Background: an optimization exercise with open tools, aiming at small area. Do not read the settings as production practice.
No functional check of the RTL was part of any run shown here.
Power figures rest on the tool's default switching activity, not on a simulated workload.

<file path="flow/design.v">
package mem_bus_pkg;
    localparam int WORD_BYTES = 2;
    localparam int WORDS      = 128;
endpackage
module data_mem_responder #(
    parameter int ADDR_W      = 8,
    parameter int DATA_W      = 16,
    parameter int WAIT_STATES = 1
) (
    input  logic              clk,
    input  logic              rst_n,
    input  logic              mem_req,
    input  logic              mem_we,
    input  logic [ADDR_W-1:0] mem_addr,
    input  logic [DATA_W-1:0] mem_in,
    output logic [DATA_W-1:0] mem_out,
    output logic              mem_ready,
    input  logic              ld_clear,
    input  logic              ld_valid,
    input  logic [7:0]        ld_byte,
    output logic              ld_ready
);
    localparam int WADDR_W = ADDR_W - 1;
    localparam int WORDS   = 2**WADDR_W;
    localparam int HW      = DATA_W / 2;
    logic                rdw_q, wrw_q, rsp_q;
    logic                idle;
    logic [ADDR_W-1:0]   ld_ptr_q;
    logic [DATA_W-1:0]   mem_out_q;
    logic [7:0]          rd_lo_n_q, rd_lo_d;
    logic [15:0]         rd_hi_n_q, rd_hi_d;
    logic                bus_rd, bus_wr, ld_wr;
    logic [1:0]          wr_be;
    logic [WADDR_W-1:0]  wr_addr;
    logic [DATA_W-1:0]   wr_data;
    logic [WORDS-1:0][DATA_W-1:0] mem_q;
    logic [1:0][7:0]              wr_lo_n;
    logic [15:0]                  wr_hi_n;
    logic [WORDS-1:0][1:0]        wr_en, wr_en_n;
    logic [WORDS-1:0][DATA_W-1:0] mem_d;
    logic [WORDS-1:0]             rd_sel;
    logic [DATA_W-1:0][WORDS-1:0] rd_bits;
    logic [DATA_W-1:0]            rd_word;
    assign idle     = ~(rdw_q | wrw_q | rsp_q);
    assign ld_ready = idle & ~mem_req & ~ld_clear;
    assign bus_rd  = idle & mem_req & ~mem_we;
    assign bus_wr  = idle & mem_req & mem_we;
    assign ld_wr   = ld_ready & ld_valid;
    assign wr_be   = {bus_wr | (ld_wr & ld_ptr_q[0]), bus_wr | (ld_wr & ~ld_ptr_q[0])};
    assign wr_addr = mem_req ? mem_addr[ADDR_W-1:1] : ld_ptr_q[ADDR_W-1:1];
    assign wr_data = mem_req ? mem_in : {2{ld_byte}};
    always_ff @(posedge clk or negedge rst_n) begin
        if (!rst_n) begin
            rdw_q <= 1'b0;
            wrw_q <= 1'b0;
            rsp_q <= 1'b0;
        end else begin
            rdw_q <= bus_rd;
            wrw_q <= bus_wr;
            rsp_q <= rdw_q | wrw_q;
        end
    end
    always_ff @(posedge clk or negedge rst_n) begin
        if (!rst_n) begin
            ld_ptr_q <= '0;
        end else if (ld_clear) begin
            ld_ptr_q <= '0;
        end else if (ld_wr) begin
            ld_ptr_q <= ld_ptr_q + 1'b1;
        end
    end
    dmr_dec3en u_rlo (.a(mem_addr[3:1]), .en(bus_rd), .y(rd_lo_d));
    dmr_dec4en u_rhi (.a(mem_addr[7:4]), .en(bus_rd), .y(rd_hi_d));
    always_ff @(posedge clk) begin
        rd_lo_n_q <= ~rd_lo_d;
        rd_hi_n_q <= ~rd_hi_d;
    end
    dmr_dec3en_n u_wlo0 (.a(wr_addr[2:0]), .en(wr_be[0]), .y_n(wr_lo_n[0]));
    dmr_dec3en_n u_wlo1 (.a(wr_addr[2:0]), .en(wr_be[1]), .y_n(wr_lo_n[1]));
    dmr_dec4n    u_whi  (.a(wr_addr[6:3]), .y_n(wr_hi_n));
    for (genvar w = 0; w < WORDS; w++) begin : g_word
        for (genvar l = 0; l < 2; l++) begin : g_lane
            dmr_nor2 u_we  (.a(wr_lo_n[l][w % 8]), .b(wr_hi_n[w / 8]), .y(wr_en[w][l]));
            dmr_inv  u_wen (.a(wr_en[w][l]), .y(wr_en_n[w][l]));
        end
    end
    for (genvar w = 0; w < WORDS; w++) begin : g_mem
        for (genvar b = 0; b < DATA_W; b++) begin : g_bit
            dmr_hold u_h (.we(wr_en[w][b / HW]), .we_n(wr_en_n[w][b / HW]), .wd(wr_data[b]),
                          .q(mem_q[w][b]), .d(mem_d[w][b]));
        end
    end
    always_ff @(posedge clk) mem_q <= mem_d;
    mem_word_ram #(.AW(WADDR_W)) u_rsel (.lo_n(rd_lo_n_q), .hi_n(rd_hi_n_q), .sel(rd_sel));
    for (genvar b = 0; b < DATA_W; b++) begin : g_rbit
        for (genvar w = 0; w < WORDS; w++) begin : g_w
            assign rd_bits[b][w] = mem_q[w][b];
        end
        dmr_rd_bit u_rd (.d(rd_bits[b]), .sel(rd_sel), .y(rd_word[b]));
    end
    always_ff @(posedge clk or negedge rst_n) begin
        if (!rst_n) begin
            mem_out_q <= '0;
        end else if (rdw_q) begin
            mem_out_q <= rd_word;
        end
    end
    assign mem_out   = mem_out_q;
    assign mem_ready = rsp_q;
endmodule
module mem_word_ram #(
    parameter int AW = 7
) (
    input  logic [7:0]       lo_n,
    input  logic [15:0]      hi_n,
    output logic [2**AW-1:0] sel
);
    for (genvar w = 0; w < 2**AW; w++) begin : g_sel
        dmr_nor2 u_s (.a(lo_n[w % 8]), .b(hi_n[w / 8]), .y(sel[w]));
    end
endmodule
module dmr_dec3en (
    input  logic [2:0] a,
    input  logic       en,
    output logic [7:0] y
);
    always_comb for (int i = 0; i < 8; i++) y[i] = en & (a == 3'(i));
endmodule
module dmr_dec4en (
    input  logic [3:0]  a,
    input  logic        en,
    output logic [15:0] y
);
    always_comb for (int i = 0; i < 16; i++) y[i] = en & (a == 4'(i));
endmodule
module dmr_dec3en_n (
    input  logic [2:0] a,
    input  logic       en,
    output logic [7:0] y_n
);
    always_comb for (int i = 0; i < 8; i++) y_n[i] = ~(en & (a == 3'(i)));
endmodule
module dmr_dec4n (
    input  logic [3:0]  a,
    output logic [15:0] y_n
);
    always_comb for (int i = 0; i < 16; i++) y_n[i] = ~(a == 4'(i));
endmodule
module dmr_rd_bit (
    input  logic [127:0] d,
    input  logic [127:0] sel,
    output logic         y
);
    logic [42:0] l1;
    logic [10:0] l2;
    logic [2:0]  l3;
    for (genvar i = 0; i < 42; i++) begin : g_l1
        dmr_a222oi u (.a1(d[3*i]), .a2(sel[3*i]), .b1(d[3*i+1]), .b2(sel[3*i+1]),
                      .c1(d[3*i+2]), .c2(sel[3*i+2]), .y(l1[i]));
    end
    dmr_a22oi u_l1x (.a1(d[126]), .a2(sel[126]), .b1(d[127]), .b2(sel[127]), .y(l1[42]));
    for (genvar i = 0; i < 10; i++) begin : g_l2
        dmr_nand4 u (.a(l1[4*i +: 4]), .y(l2[i]));
    end
    dmr_nand3 u_l2x (.a(l1[42:40]), .y(l2[10]));
    dmr_or4 u_l3a (.a(l2[3:0]), .y(l3[0]));
    dmr_or4 u_l3b (.a(l2[7:4]), .y(l3[1]));
    dmr_or3 u_l3c (.a(l2[10:8]), .y(l3[2]));
    dmr_or3 u_l4  (.a(l3), .y(y));
endmodule
module dmr_a222oi (
    input  logic a1, a2, b1, b2, c1, c2,
    output logic y
);
    assign y = ~((a1 & a2) | (b1 & b2) | (c1 & c2));
endmodule
module dmr_a22oi (
    input  logic a1, a2, b1, b2,
    output logic y
);
    assign y = ~((a1 & a2) | (b1 & b2));
endmodule
module dmr_nand3 (
    input  logic [2:0] a,
    output logic       y
);
    assign y = ~&a;
endmodule
module dmr_or3 (
    input  logic [2:0] a,
    output logic       y
);
    assign y = |a;
endmodule
module dmr_hold (
    input  logic we, we_n, wd, q,
    output logic d
);
    assign d = (we & wd) | (we_n & q);
endmodule
module dmr_inv (
    input  logic a,
    output logic y
);
    assign y = ~a;
endmodule
module dmr_o22ai (
    input  logic a1, a2, b1, b2,
    output logic y
);
    assign y = ~((a1 | a2) & (b1 | b2));
endmodule
module dmr_or4 (
    input  logic [3:0] a,
    output logic       y
);
    assign y = |a;
endmodule
module dmr_nand4 (
    input  logic [3:0] a,
    output logic       y
);
    assign y = ~&a;
endmodule
module dmr_nand2 (
    input  logic a, b,
    output logic y
);
    assign y = ~(a & b);
endmodule
module dmr_nor2 (
    input  logic a, b,
    output logic y
);
    assign y = ~(a | b);
endmodule
</file>
<file path="flow/flow/run.sh">
#!/bin/bash
# Layout flow: the standard ORFS flow (standard.sh, its synthesis unchanged),
# with two changes:
#  - clock tree synthesis without dummy loads (clkbuf_8 leaves, clusters of
#    at most 18 sinks within 55 um);
#  - port buffers use the smallest buffer, buf_1.
# All of make's output goes to flow_make.log in this folder; ORFS writes each
# step's log under orfs/logs/.
set -euo pipefail
bash standard.sh \
  "CTS_ARGS=-sink_clustering_enable -repair_clock_nets -dont_use_dummy_load -buf_list sky130_fd_sc_hd__clkbuf_8 -sink_clustering_size 18 -sink_clustering_max_diameter 55" \
  "BUFFER_PORTS_ARGS=-buffer_cell sky130_fd_sc_hd__buf_1" \
  finish > flow_make.log 2>&1
</file>
<file path="flow/standard.sh">
#!/bin/bash
# synth_recipe.tcl (not shown) runs the flow's synth.tcl, then flattens the netlist and writes it again
# the make line also repeats each setting of config.mk as NAME=value (left out here)
make -C /OpenROAD-flow-scripts/flow DESIGN_CONFIG=/design/flow/config.mk WORK_HOME=/design/flow/orfs CLKGATE_MAP_FILE= SYNTH_SCRIPT=/design/flow/synth_recipe.tcl "${@:-finish}"
</file>
<file path="flow/config.mk">
export PLATFORM = sky130hd
export DESIGN_NAME = data_mem_responder
export DESIGN_NICKNAME = data_mem_responder
export VERILOG_FILES = /design/flow/design.v
export SDC_FILE = /design/flow/constraint.sdc
export NUM_CORES = 4
export LEC_CHECK = 0
export ABC_CLOCK_PERIOD_IN_PS = 100000
export CAP_MARGIN = 20
export CORE_MARGIN = 2
export CORE_UTILIZATION = 70
export CTS_BUF_LIST = sky130_fd_sc_hd__clkbuf_8
export CTS_CLUSTER_DIAMETER = 50
export CTS_CLUSTER_SIZE = 16
export GPL_TIMING_DRIVEN = 0
export PLACE_DENSITY = 0.8
export SETUP_SLACK_MARGIN = 0.3
export SLEW_MARGIN = 20
export SYNTH_HIERARCHICAL = 1
</file>
<file path="flow/constraint.sdc">
create_clock -name core_clock -period 4.0 [get_ports {clk}]
set_input_delay 0.8000 -clock core_clock [delete_from_list [all_inputs] [get_ports {clk}]]
set_output_delay 0.8000 -clock core_clock [all_outputs]
set_load 0.01 [all_outputs]
</file>
==> results.cfg, run 1 <==
[die]
die-area_um2 = 106000
core-area_um2 = 102000
initial_utilization_pct = 70.8
die_h_um = 325
die_w_um = 325
rows = 117
ios = 56

[global_route]
antenna_found_initial = 20
grt_pass1_vias = 54100
grt_start_max_net_pins = 92
grt_pass1_wl_um = 347000
track_usage_pct = 42.2
grt_remaining_overflow = 0

[synth]
synthFlopType = dfxtp_1
async_flop_share_pct = 1.29
yosysMostFrequentCell = dfxtp_1
synth_top_area_cell = dfxtp_1
yosys-top-cells-area = dfxtp_1 (57%), a22o_1 (25%), a222oi_1 (9.3%)
synth_top_cells_by_count = dfxtp_1 (2072), a22o_1 (2048), a222oi_1 (672)
syn_area_um2 = 72400
synth.avg_cell_area_um2 = 12.2
synth.distinct_cells = 44
synth_top_area_share_pct = 57.3
syn_nets = 5961
ys_warn_count = 11
yosysSeqAreaShare_pct = 58.3
ys_ff_latch = 2099
synth_edf_count = 0
synthCells = 5922

[place]
dpl_worst_slack_ns = -0.865
port_buffers = 53
gp_congestion = 0.951
post-dp-hpwl_um = 157000
place_area_um2 = 76000

[timing]
min_period_over_period_pct = 96.0
fmax_mhz = 260
rsz0062_at_grt = true
layout_setup_ws_ns = 0.158
max_slew_margin_pct = 16.6
min_period_ns = 3.84
drv_slew = 0
clock_skew_ns = 0.0649
setup_viol = 0
tightestPinTransition_ns = 1.25
hold_violations = 0
finalSetupTns_ns = 0

[setup_path]
crit_path_top_delay_cell = or4_4
worstPathMaxFanout = 16
crit_buf_inv = 1
path_depth = 7
required_ns = 4.77
setup.worst_path.start = rd_lo_n_q[2]$_DFF_P_
critical_path_class = reg -> reg
reg2reg_from = rd_lo_n_q[2]$_DFF_P_
path_cells = buf_16 > nor2_2 > a222oi_1 > nand4_1 > or4_4 > or3_1 > mux2_2
reg2reg_to = mem_out_q[13]$_DFFE_PN0P_
worstSetupEndpointType = flop
r2r_slack_ns = 0.16
startpoint_type = flop
arrival_ns = 4.61
cp_top_family = simple AND/OR/NAND/NOR gates
endpoint = mem_out_q[13]$_DFFE_PN0P_
cpPeakStageDelay_ns = 0.68
worstRegToRegCells = 7

[detailed_routing]
ant_nets = 0
wl_per_cell_um = 30.9
finalWirelength_um = 234000
vias = 59700
drtIter0Drc = 11400
vias_per_cell = 7.85
drc = 0
drt_first_pass_iters = 15

[min_path]
hold_path.class = in -> reg
hold_path_depth = 3

[final_layout]
fin_area_um2 = 78700
fillers = 6794
drive_gt1_share_pct = 7.72
layout.nets = 6261
syn_to_final_growth_pct = 8.71

[clock_network]
clock_path_buffers = 3
cts_tree = done
clkLatencyLatePin_ns = 0.90
cts_made_buffers = 146
htreeDepth = 4
clock-sinks = 2099
cts-root-buf = clkbuf_8
cts.clk_slew.worst_paths_ns = 0.11

[run_status]
outcome = complete, no violations

[power]
p_leak_nw = 28.7
power_density_nw_per_um2 = 428
max-vdd-ir-drop_mv = 0.371
finalPower_mw = 33.6

[flow_run]
cap_violations = 0
==> timing repair <==
action / CTS / global route
setup buffers: 10 / 7
pin swaps: 15 / 6
resized for setup: 13 / 84
endpoints found under the hold margin: 27 / 0
gates cloned: 0 / 0
hold buffers: 1 / 0
setup endpoints to repair: 1137 / 766
==> worst min-delay path, stage by stage <==
cell and delay, ns:
buf_1 0.09, nand4b_1 0.18, inv_1 0.06
==> per-layer routing <==
layer	global-route usage [%]	share of wire, %	vias to the layer above
li1	-	-	25700
met1	59.3	39	28900
met2	59.9	41	4292
met3	12.6	15	721
met4	19.3	5.2	24
met5	0	0.084	-
==> per-stage QoR <==
step / util (%) / cells / hold WS, ns
finish: 77.0 / 7597 / 0.275
global route: 77.0 / 7589 / 0.289
CTS: 76.5 / 7573 / 0.248
detailed placement: 74.4 / 7416 / 0.452
global placement: 72.7 / 7343 / 0.451
floorplan: - / 5922 / 0.439
==> kinds of logic after synthesis <==
logic type	after synthesis	synth area share, %
buffers and inverters	294	1.55
multiplexers	27	0.415
flip-flops	2099	58.3
AND/OR/NAND/NOR	756	5.32
adder cells (fa/ha/maj)	1	0.0173
AO/OA/AOI/OAI	2745	34.4
==> Yosys stat by module, one instance, submodules excluded, excerpt <==
| module | cells inside | flip-flops and latches |
|---|---|---|
| dmr_dec3en_n | 8 | 0 |
| dmr_nor2 | 1 | 0 |
| dmr_nand4 | 1 | 0 |
| dmr_a22oi | 1 | 0 |
| dmr_or3 | 1 | 0 |
| dmr_dec4en | 23 | 0 |
| data_mem_responder | 2239 | 2099 |
| dmr_a222oi | 1 | 0 |
==> worst min-delay path by stage <==
stage	from	endpoint	slack [ns]
after floorplan	mem_q[0]$_DFF_P_	mem_q[0]$_DFF_P_	0.44
after global placement	mem_q[1311]$_DFF_P_	mem_q[1311]$_DFF_P_	0.45
after detailed placement	mem_q[491]$_DFF_P_	mem_q[491]$_DFF_P_	0.45
after CTS	mem_we	wrw_q$_DFF_PN0_	0.25
after global routing	mem_we	wrw_q$_DFF_PN0_	0.29
final	mem_we	wrw_q$_DFF_PN0_	0.28
==> area by class of cell <==
cell class	count	area, um2	share of cell area, %
antenna	9	22.5	0.0286
buffer	12	68.8	0.0875
clock buffer	146	2010	2.55
inverter	282	1060	1.35
multi-input combinational	3529	29800	37.9
sequential	2099	42200	53.6
tap	1368	1710	2.18
timing repair buffer	152	1820	2.32
==> where the power goes <==
group	total [mW]	internal [mW]	switching, mW
sequential	22.2	21.7	0.507
clock	9.58	3.29	6.29
combinational	1.87	0.711	1.16
==> cells in the final DEF (no fill, tap or decap), types with 31 or more instances in the layout <==
master	count
clkbuf_8	146
buf_16	31
buf_1	52
nand4_1	165
nor2_2	134
buf_6	32
a222oi_1	672
dfxtp_1	2063
inv_1	282
a22o_1	2048
nor2_1	264
or3_1	34
==> flip-flops by register name, indices dropped and copies added (netlist names) <==
signal,cells
wrw_q,1
rd_lo_n_q,8
rdw_q,1
mem_out_q,16
rsp_q,1
ld_ptr_q,8
rd_hi_n_q,16
mem_q,2048
==> inputs of run 2 (changes only) <==
--- a/flow/config.mk
+++ b/flow/config.mk
@@ -14,6 +14,6 @@
 export CTS_CLUSTER_SIZE = 16
 export GPL_TIMING_DRIVEN = 0
 export PLACE_DENSITY = 0.8
-export SETUP_SLACK_MARGIN = 0.3
+export SETUP_SLACK_MARGIN = 0.45
 export SLEW_MARGIN = 20
 export SYNTH_HIERARCHICAL = 1
==> run 2 against run 1 <==
Net effect:
- the layout now fails its checks (antenna violations)
- clock power barely moved
- worst setup slack improved by 0.099 ns
- critical path depth rose by 2
- synthesized area did not move
- sequential share of layout area rose by 0.094 points
- worst hold slack got worse by 0.087 ns
- first-iteration DRC count fell by 5.5%
- via count fell by 0.15%
- fmax rose by 2.6%
- combinational power fell by 2%
- clock skew rose by 0.0017 ns
==> results.cfg, run 2 <==
[run_status]
outcome = complete, but fails checks
violations = antenna violations

[die]
die-area_um2 = 106000
die_w_um = 325
rows = 117
ios = 56
core-area_um2 = 102000
initial_utilization_pct = 70.8
die_h_um = 325

[clock_network]
clock_path_buffers = 3
cts_made_buffers = 144
htreeDepth = 4
cts_tree = done
cts-root-buf = clkbuf_8
clkLatencyLatePin_ns = 0.90
clock-sinks = 2099
cts.clk_slew.worst_paths_ns = 0.11

[global_route]
track_usage_pct = 41.4
grt_pass1_vias = 53500
antenna_found_initial = 28
grt_pass1_wl_um = 342000
grt_remaining_overflow = 0
grt_start_max_net_pins = 90

[timing]
drv_slew = 0
rsz0062_at_grt = true
min_period_over_period_pct = 93.6
setup_viol = 0
hold_violations = 0
finalSetupTns_ns = 0
min_period_ns = 3.74
tightestPinTransition_ns = 1.21
clock_skew_ns = 0.0667
fmax_mhz = 267
holdWs_ns = 0.188
max_slew_margin_pct = 18.8
layout_setup_ws_ns = 0.257

[place]
post-dp-hpwl_um = 153000
port_buffers = 53
dpl.cell_count = 7399
place_area_um2 = 75800
gp_congestion = 0.945
dpl_worst_slack_ns = -1.16

[setup_path]
reg2reg_from = rdw_q$_DFF_PN0_
worstPathMaxFanout = 10
worstSetupEndpointType = flop
r2r_slack_ns = 0.26
startpoint_type = flop
worstRegToRegCells = 9
reg2reg_to = mem_q[1187]$_DFF_P_
arrival_ns = 4.47
critical_path_class = reg -> reg
required_ns = 4.73

[detailed_routing]
drt_first_pass_iters = 17
finalWirelength_um = 230000
drc = 0
vias = 59600
ant_nets = 1
drtIter0Drc = 10800
wl_per_cell_um = 30.3
vias_per_cell = 7.84

[min_path]
hold_path_startpoint = mem_we
hold_path.class = in -> reg
hold_path_depth = 2
min_to = rdw_q$_DFF_PN0_

[final_layout]
reg_top3 = mem_q (2048), mem_out_q (16), rd_hi_n_q (16)
syn_to_final_growth_pct = 8.52
regMostFlops = mem_q
final_common_cell = dfxtp_1
fin_area_um2 = 78500
final_cell_mix = dfxtp_1 (2062), a22o_1 (2048), a222oi_1 (672)
drive_gt1_share_pct = 7.48
fin_cells = 7596
final_util_pct = 76.8
layout.nets = 6254
largest_reg_flops = 2048

[synth]
yosysMostFrequentCell = dfxtp_1
synth_edf_count = 0
synth_top_area_share_pct = 57.3
synth_top_area_cell = dfxtp_1
syn_area_um2 = 72400
synth.distinct_cells = 44
async_flop_share_pct = 1.29
synthFlopType = dfxtp_1
syn_nets = 5961
ys_warn_count = 11
synth_top_cells_by_count = dfxtp_1 (2072), a22o_1 (2048), a222oi_1 (672)
yosys-top-cells-area = dfxtp_1 (57%), a22o_1 (25%), a222oi_1 (9.3%)
synthCells = 5922
synth.avg_cell_area_um2 = 12.2
yosysSeqAreaShare_pct = 58.3
ys_ff_latch = 2099

[flow_run]
cap_violations = 0

[power]
power_density_nw_per_um2 = 428
max-vdd-ir-drop_mv = 0.387
finalPower_mw = 33.6
p_leak_nw = 28.6
==> run 2: cell counts after synthesis <==
No cell type changed its count.
==> run 2: worst max-delay path by stage <==
stage	from	end	slack, ns	cells after the start
5_1_grt	rdw_q$_DFF_PN0_	mem_q[1187]$_DFF_P_	0.25	9
2_1_floorplan	mem_req	mem_q[768]$_DFF_P_	0.61	8
3_5_place_dp	mem_req	mem_q[1815]$_DFF_P_	-1.16	8
4_1_cts	rd_lo_n_q[3]$_DFF_P_	mem_out_q[14]$_DFFE_PN0P_	0.24	6
6_report	rdw_q$_DFF_PN0_	mem_q[1187]$_DFF_P_	0.26	9
3_3_place_gp	mem_req	mem_q[1816]$_DFF_P_	-2.59	8
==> run 2: per-module statistics from Yosys, one instance, submodules excluded, excerpt <==
module | times used | cell area, um2 | cells inside
data_mem_responder | 1 | 43000 | 2239
dmr_a22oi | 16 | 12.5 | 1
dmr_dec3en_n | 2 | 76.3 | 8
dmr_dec4en | 1 | 118 | 23
dmr_dec4n | 1 | 186 | 20
dmr_nand4 | 160 | 6.26 | 1
dmr_or3 | 32 | 6.26 | 1
dmr_or4 | 32 | 7.51 | 1
==> run 2: repair_timing <==
action	in CTS	in global routing
endpoints found under the setup margin	1872	1206
gates resized for setup	25	83
hold buffers	1	0
setup buffers	24	8
pin swaps	8	11
hold endpoints to repair	27	0
==> run 2: per-layer routing <==
layer  GRT usage [%]  wire length, um  vias to the layer above
li1                -                -                    25700
met1            59.3            92500                    29100
met2            57.2            93100                     4169
met3            12.2            32400                      620
met4            19.5            12100                       10
met5               0               65                        -
==> run 2: logic make-up after synthesis <==
group                    Yosys count  share of synthesized area [%]
AO/OA/AOI/OAI                   2745                           34.4
AND/OR/NAND/NOR                  756                           5.32
multiplexers                      27                          0.415
adder cells (fa/ha/maj)            1                         0.0173
buffers and inverters            294                           1.55
flip-flops                      2099                           58.3
==> run 2: layout make-up <==
type,count,area [um2]
timing repair buffer,147,1630
antenna,15,37.5
tap,1368,1710
sequential,2099,42200
clock buffer,144,1980
inverter,282,1060
multi-input combinational,3529,29900
buffer,12,63.8
fill,6808,23700
==> run 2: worst max-delay path, stage by stage (launching register included) <==
cell       delay (ns)
dfrtp_1          0.41
clkbuf_1         0.29
or3_1            0.49
o31ai_4          0.34
buf_4            0.22
nand4bb_4        0.45
buf_16           0.38
nor2_1           0.44
inv_1            0.28
a22o_1           0.26
==> run 2: where the power goes <==
part | internal, mW | switching (mW)
clock network | 3.25 | 6.30
registers | 21.7 | 0.497
logic | 0.693 | 1.14

==> static timing again, ports no longer ideal <==
No port has a modelled driver above. Below, the same layouts with a new extraction and two added sets of constraints.
Step 1 assumes that a clkbuf_16 drives the clock port and a buf_2 every other input.
Step 2 times the ports against the registers' clock, not the clock port: input delays grow and output delays shrink by t, the midpoint of the rising clock arrivals with the driver on.
a / b / c = ideal ports / drivers / drivers and shift; a / b = the first two.
run | shift t [ns] | slack for setup (ns) | hold WS [ns]
run 1 | 0.944 | 0.158 / 0.087 / -0.857 | 0.275 / 0.311 / 0.473
run 2 | 0.944 | 0.257 / 0.257 / -0.682 | 0.188 / 0.239 / 0.477
For run 1, which loses most, drivers alone change the setup slack by -0.071 ns; drivers and shift together by -1.015 ns.
